Background: an optimization exercise with open tools, aiming at small area. Do not read the settings as production practice. Function was checked by simulation only, so behaviour that the tests miss may differ from the original. No activity file was given, so power comes from the tool's default toggle rates.

Setup of quartz:
==> flow/design.v (excerpt) <==
module exe_apb_alu_top (
    input  logic                   i_clk,
    input  logic                   i_reset,
    input  logic [8-1:0] paddr,
    input  logic                   psel,
    input  logic                   penable,
    input  logic                   pwrite,
    input  logic [32-1:0] pwdata,
    output logic [32-1:0] prdata,
    output logic                   pready,
    output logic                   pslverr
);
For scale: about 950 cells after synthesis, about 79 I/O pins, ~8600 um^2 of cells after synthesis.
==> flow/config.mk <==
export PLATFORM = sky130hd
export DESIGN_NAME = exe_apb_alu_top
export DESIGN_NICKNAME = exe_apb_alu_top
export VERILOG_FILES = /design/flow/design.v
export SDC_FILE = /design/flow/constraint.sdc
export NUM_CORES = 4
export LEC_CHECK = 0
export CAP_MARGIN = 10
export CORE_MARGIN = 2
export CORE_UTILIZATION = 50
export GPL_TIMING_DRIVEN = 1
export SLEW_MARGIN = 10
==> flow/constraint.sdc <==
create_clock -name core_clock -period 6.0 [get_ports {i_clk}]
set_input_delay 1.2000 -clock core_clock [delete_from_list [all_inputs] [get_ports {i_clk}]]
set_output_delay 1.2000 -clock core_clock [all_outputs]
set_load 0.01 [all_outputs]
standard.sh (not shown) runs the stock make flow with config.mk's settings and CLKGATE_MAP_FILE= SYNTH_SCRIPT=/design/flow/synth_recipe.tcl, a recipe that flattens the netlist after the stock synthesis.
==> flow/flow/run.sh <==
#!/bin/bash
# The standard layout (standard.sh), with these changes:
#  - no full-adder extraction before ABC (ADDER_MAP_FILE empty), and ABC
#    maps with flow/abc.script in place of ORFS's speed script (the rest
#    of synthesis is the standard flow's own synth_recipe.tcl, so registers keep their names);
#  - the port buffers are the smallest buffer, buf_1, rather than the delay
#    buffer buffer_ports picks by default (every port still gets one);
set -euo pipefail
here=$PWD
rm -rf "$here/scripts_mod"
cp -r "$FLOW_HOME/scripts" "$here/scripts_mod"
cp "$here/flow/abc.script" "$here/scripts_mod/abc_speed.script"
sed "s#^make -C #make SCRIPTS_DIR=$here/scripts_mod -C #" standard.sh > standard_mod.sh
grep -q "SCRIPTS_DIR=" standard_mod.sh
export ADDER_MAP_FILE=
export BUFFER_PORTS_ARGS="-buffer_cell sky130_fd_sc_hd__buf_1"
export CTS_ARGS="-sink_clustering_enable -repair_clock_nets -dont_use_dummy_load -buf_list sky130_fd_sc_hd__buf_6"
bash standard_mod.sh synth > synth.log 2>&1
bash standard_mod.sh > layout.log 2>&1
==> flow/flow/abc.script <==
strash
&get -n
&nf
&put
stime -p
Relative to quartz, the following input files were edited for indigo:
diff --git a/flow/flow/run.sh b/flow/flow/run.sh
--- a/flow/flow/run.sh
+++ b/flow/flow/run.sh
@@ -7,0 +8,4 @@
+#  - after global routing, ORFS's power recovery (RECOVER_POWER) downsizes
+#    gates on paths with positive slack.
+# Each tool's output goes to synth.log and layout.log here, and ORFS's own
+# per-step logs under orfs/logs.
@@ -15,0 +20 @@
+export RECOVER_POWER=100
## What came out
Power dissipated in combinational cells: quartz vs indigo — no meaningful difference
Worst setup slack was higher in quartz than in indigo.
The post-synth design cell area on quartz is in line with that on indigo.
Re height of the die: no difference whatsoever between quartz and indigo.
Post-route cell area: indigo lower than quartz
Sequential share of layout area essentially unchanged between quartz and indigo.
To summarise indigo: no stage aborted, but the layout did not pass its checks, failing on capacitance limit, slew limit.
Re area overhead of the layout relative to synthesis: quartz was higher than indigo.
Reported for indigo and quartz, total of plain and repair buffers excluding clock buffers turned out identical to the last digit.
In the flow results for indigo and quartz, the shortest clock period the worst path allows after layout is larger on indigo.
The routed wire length was comparable across indigo and quartz.
indigo -> quartz: cell-internal power flat
What lagoon does differently from indigo at the input level:
- changing CORE_UTILIZATION from 50 to 40
diff --git a/flow/flow/run.sh b/flow/flow/run.sh
--- a/flow/flow/run.sh
+++ b/flow/flow/run.sh
@@ -8,2 +8 @@
-#  - after global routing, ORFS's power recovery (RECOVER_POWER) downsizes
-#    gates on paths with positive slack.
+#  - CTS uses clkbuf_8 and inserts no dummy load cells.
@@ -20 +18,0 @@
-export RECOVER_POWER=100
@@ -22 +20 @@
-export CTS_ARGS="-sink_clustering_enable -repair_clock_nets -dont_use_dummy_load -buf_list sky130_fd_sc_hd__buf_6"
+export CTS_ARGS="-sink_clustering_enable -repair_clock_nets -dont_use_dummy_load -buf_list sky130_fd_sc_hd__clkbuf_8"
### Flow results
lagoon has completed all stages; timing, DRC and antenna checks passed. Sum of met2 wire segment lengths after detailed routing ends up higher on lagoon. Comparing the two runs side by side, lagoon comes out behind indigo on total power. Proportion of power drawn by combinational gates across lagoon and indigo: no real change.
#### Input delta (pepper over lagoon)
- changing CORE_UTILIZATION from 40 to 50
==> notes.md <==
pepper finished end to end and its layout was clean on timing, DRC and antenna.
Relative to lagoon, final HPWL from detailed placement has decreased by 390 um in pepper.
Going from lagoon to pepper, first-pass GRT wire length grows by 480 um.
Met3 usage: higher on pepper
Comparing lagoon and pepper, register share of total power is higher on lagoon.
Re full die area: pepper is 20% down on lagoon.
Looking at end of the critical path, the i_core.i_regs.flags_q[2]$_DFF_P_ result is from lagoon; the prdata[8] one comes from pepper.
#### Input delta (raven over pepper)
- swapping 50 for 40 in CORE_UTILIZATION
diff --git a/flow/flow/run.sh b/flow/flow/run.sh
--- a/flow/flow/run.sh
+++ b/flow/flow/run.sh
@@ -3,2 +3 @@
-#  - no full-adder extraction before ABC (ADDER_MAP_FILE empty), and ABC
-#    maps with flow/abc.script in place of ORFS's speed script (the rest
+#  - ABC maps with flow/abc.script in place of ORFS's speed script (the rest
@@ -18 +16,0 @@
-export ADDER_MAP_FILE=
Results
Total power density per cell area (raven vs. pepper) decreases by a few percent
Lower total wire length after detailed routing among pepper and raven: raven
Going from pepper to raven, fraction of power spent switching nets decreased 0.37 points, synthesized-area fraction occupied by ao, oa, aoi and oai cells decreased 2.1 points.

---

exe_apb_alu_top, a different RTL version from the one above (not shown whole).
Size in the first run: roughly 1000 cells after synthesis, ~140 flip-flops, roughly 0.011 mm^2 of cells after synthesis.
Settings: LEC_CHECK=0, CAP_MARGIN=20, CORE_MARGIN=2, CORE_UTILIZATION=40, SLEW_MARGIN=20; clock period 6.0 ns.
run.sh (not shown) runs the stock make flow with config.mk's settings and CLKGATE_MAP_FILE= SYNTH_SCRIPT=/design/flow/synth_recipe.tcl, a recipe that flattens the netlist after the stock synthesis.
Stock flow here: none of the scripts above is used.
Change:
==> flow/flow/run.sh (new file) <==
#!/bin/bash
# The standard layout, with two changes: the port buffers are the smallest
# buffer (buf_1) rather than the delay buffer buffer_ports picks by default,
# and CTS uses clkbuf_8 and adds no dummy load cells.
set -euo pipefail
export BUFFER_PORTS_ARGS="-buffer_cell sky130_fd_sc_hd__buf_1"
export CTS_ARGS="-sink_clustering_enable -repair_clock_nets -dont_use_dummy_load -buf_list sky130_fd_sc_hd__clkbuf_8"
bash standard.sh synth > synth.log 2>&1
bash standard.sh > layout.log 2>&1
==> flow/standard.sh (new file) <==
#!/bin/bash
# synth_recipe.tcl (not shown) runs the flow's synth.tcl, then flattens the netlist and writes it again
# the make line also repeats each setting of config.mk as NAME=value (left out here)
make -C /OpenROAD-flow-scripts/flow DESIGN_CONFIG=/design/flow/config.mk WORK_HOME=/design/flow/orfs CLKGATE_MAP_FILE= SYNTH_SCRIPT=/design/flow/synth_recipe.tcl "${@:-finish}"
- CAP_MARGIN: 20 -> 10
- CTS_BUF_LIST: not set -> sky130_fd_sc_hd__clkbuf_4
- GPL_TIMING_DRIVEN: not set -> 0
- SLEW_MARGIN: 20 -> 10
removed: flow/run.sh
The new run ran to the end with no violations.
Setup slack got worse by 0.063 ns.
Global-route usage climbs by 4.5 points.
Clock-buffer cell count fell by 1.

---

exe_apb_alu_top, a different RTL version from the one above (not shown whole).
Size: roughly 910 cells after synthesis, ~140 flip-flops.
==> flow/config.mk <==
export PLATFORM = sky130hd
export DESIGN_NAME = exe_apb_alu_top
export DESIGN_NICKNAME = exe_apb_alu_top
export VERILOG_FILES = /design/flow/design.v
export SDC_FILE = /design/flow/constraint.sdc
export NUM_CORES = 4
export LEC_CHECK = 0
export CAP_MARGIN = 10
export CORE_MARGIN = 2
export CORE_UTILIZATION = 40
export GPL_TIMING_DRIVEN = 1
export SLEW_MARGIN = 10
==> flow/constraint.sdc <==
create_clock -name core_clock -period 6.0 [get_ports {i_clk}]
set_input_delay 1.2000 -clock core_clock [delete_from_list [all_inputs] [get_ports {i_clk}]]
set_output_delay 1.2000 -clock core_clock [all_outputs]
set_load 0.01 [all_outputs]
standard.sh (not shown) runs the stock make flow with config.mk's settings and CLKGATE_MAP_FILE= SYNTH_SCRIPT=/design/flow/synth_recipe.tcl, a recipe that flattens the netlist after the stock synthesis.
==> flow/flow/run.sh <==
#!/bin/bash
# The standard layout (standard.sh), with these changes:
#  - ABC maps with flow/abc.script in place of ORFS's speed script (the rest
#    of synthesis is the standard flow's own synth_recipe.tcl, so registers keep their names);
#  - the port buffers are the smallest buffer, buf_1, rather than the delay
#    buffer buffer_ports picks by default (every port still gets one);
#  - CTS uses clkbuf_8 and inserts no dummy load cells.
# Each tool's output goes to synth.log and layout.log here, and ORFS's own
# per-step logs under orfs/logs.
set -euo pipefail
here=$PWD
rm -rf "$here/scripts_mod"
cp -r "$FLOW_HOME/scripts" "$here/scripts_mod"
cp "$here/flow/abc.script" "$here/scripts_mod/abc_speed.script"
sed "s#^make -C #make SCRIPTS_DIR=$here/scripts_mod -C #" standard.sh > standard_mod.sh
grep -q "SCRIPTS_DIR=" standard_mod.sh
export BUFFER_PORTS_ARGS="-buffer_cell sky130_fd_sc_hd__buf_1"
export CTS_ARGS="-sink_clustering_enable -repair_clock_nets -dont_use_dummy_load -buf_list sky130_fd_sc_hd__clkbuf_8"
bash standard_mod.sh synth > synth.log 2>&1
bash standard_mod.sh > layout.log 2>&1
==> flow/flow/abc.script <==
strash
&get -n
&fraig -x
&put
scorr
dc2
strash
&get -n
&dch -f
&nf -D 3000
&put
buffer
upsize -D 3000
dnsize -D 3000
stime -p
The first run ran to the end with no violations.
Rerun with:
==> flow/flow/run.sh (replaced) <==
#!/bin/bash
# The standard layout, with three changes: ABC maps with an area-recovering
# script (flow/abc.script) in place of ORFS's speed script; the port buffers
# are the smallest buffer (buf_1) rather than the delay buffer buffer_ports
# picks by default; and CTS uses clkbuf_8 and
# adds no dummy load cells. Synthesis is otherwise the standard flow's (synth_recipe.tcl).
set -euo pipefail
here=$PWD
rm -rf "$here/scripts_mod"
cp -r "$FLOW_HOME/scripts" "$here/scripts_mod"
cp "$here/flow/abc.script" "$here/scripts_mod/abc_speed.script"
sed "s#^make -C #make SCRIPTS_DIR=$here/scripts_mod -C #" standard.sh > standard_mod.sh
grep -q "SCRIPTS_DIR=" standard_mod.sh
export BUFFER_PORTS_ARGS="-buffer_cell sky130_fd_sc_hd__buf_1"
export CTS_ARGS="-sink_clustering_enable -repair_clock_nets -dont_use_dummy_load -buf_list sky130_fd_sc_hd__clkbuf_8"
bash standard_mod.sh synth > synth.log 2>&1
bash standard_mod.sh > layout.log 2>&1
- CTS_BUF_LIST: default -> sky130_fd_sc_hd__clkbuf_4
- GPL_TIMING_DRIVEN: 1 -> 0
The new run completed, yet does not pass: negative setup slack.
Clock skew climbs by 4.7 ps.
Design area climbs by 1.5%.
Maximum frequency drops by 6.6%.
Hold slack gets worse by 33 ps.
First-iteration DRC count climbs by 56%.
Clock-buffer cell count does not change.
Die area stays the same.

what the ideal ports hide:
How much do the figures lean on ideal ports? The routed layouts below were timed once more, with nothing changed but the port constraints. Step 1: set_driving_cell puts a clkbuf_16 on i_clk and a buf_2 on each other input, an assumption about the parent block. Step 2 times the ports against the registers' clock, not the clock port: input delays grow and output delays shrink by t, the midpoint of the rising clock arrivals with the driver on. Slacks: ideal / step 1 / step 2; pairs: ideal / step 1.
run | shift t [ns] | setup slack, ns | cell pins on the clock port's net
quartz | 0.471 | 0.702 / 0.681 / 0.391 | 1
indigo | 0.469 | 0.673 / 0.652 / 0.400 | 1
lagoon | 0.495 | 0.759 / 0.745 / 0.307 | 1
pepper | 0.508 | 0.717 / 0.696 / 0.435 | 1
raven | 0.490 | 0.806 / 0.786 / 0.663 | 1
the first run of note 2 | 0.476 | 0.306 / 0.306 / 0.306 | 1
the second run of note 2 | 0.500 | 0.243 / 0.243 / 0.243 | 1
the first run of note 3 | 0.473 | 0.252 / 0.252 / 0.252 | 1
the second run of note 3 | 0.489 | -0.152 / -0.152 / -0.338 | 1
The setup slack of lagoon, which loses most, moves by -0.014 ns with the drivers and by -0.452 ns with both steps.
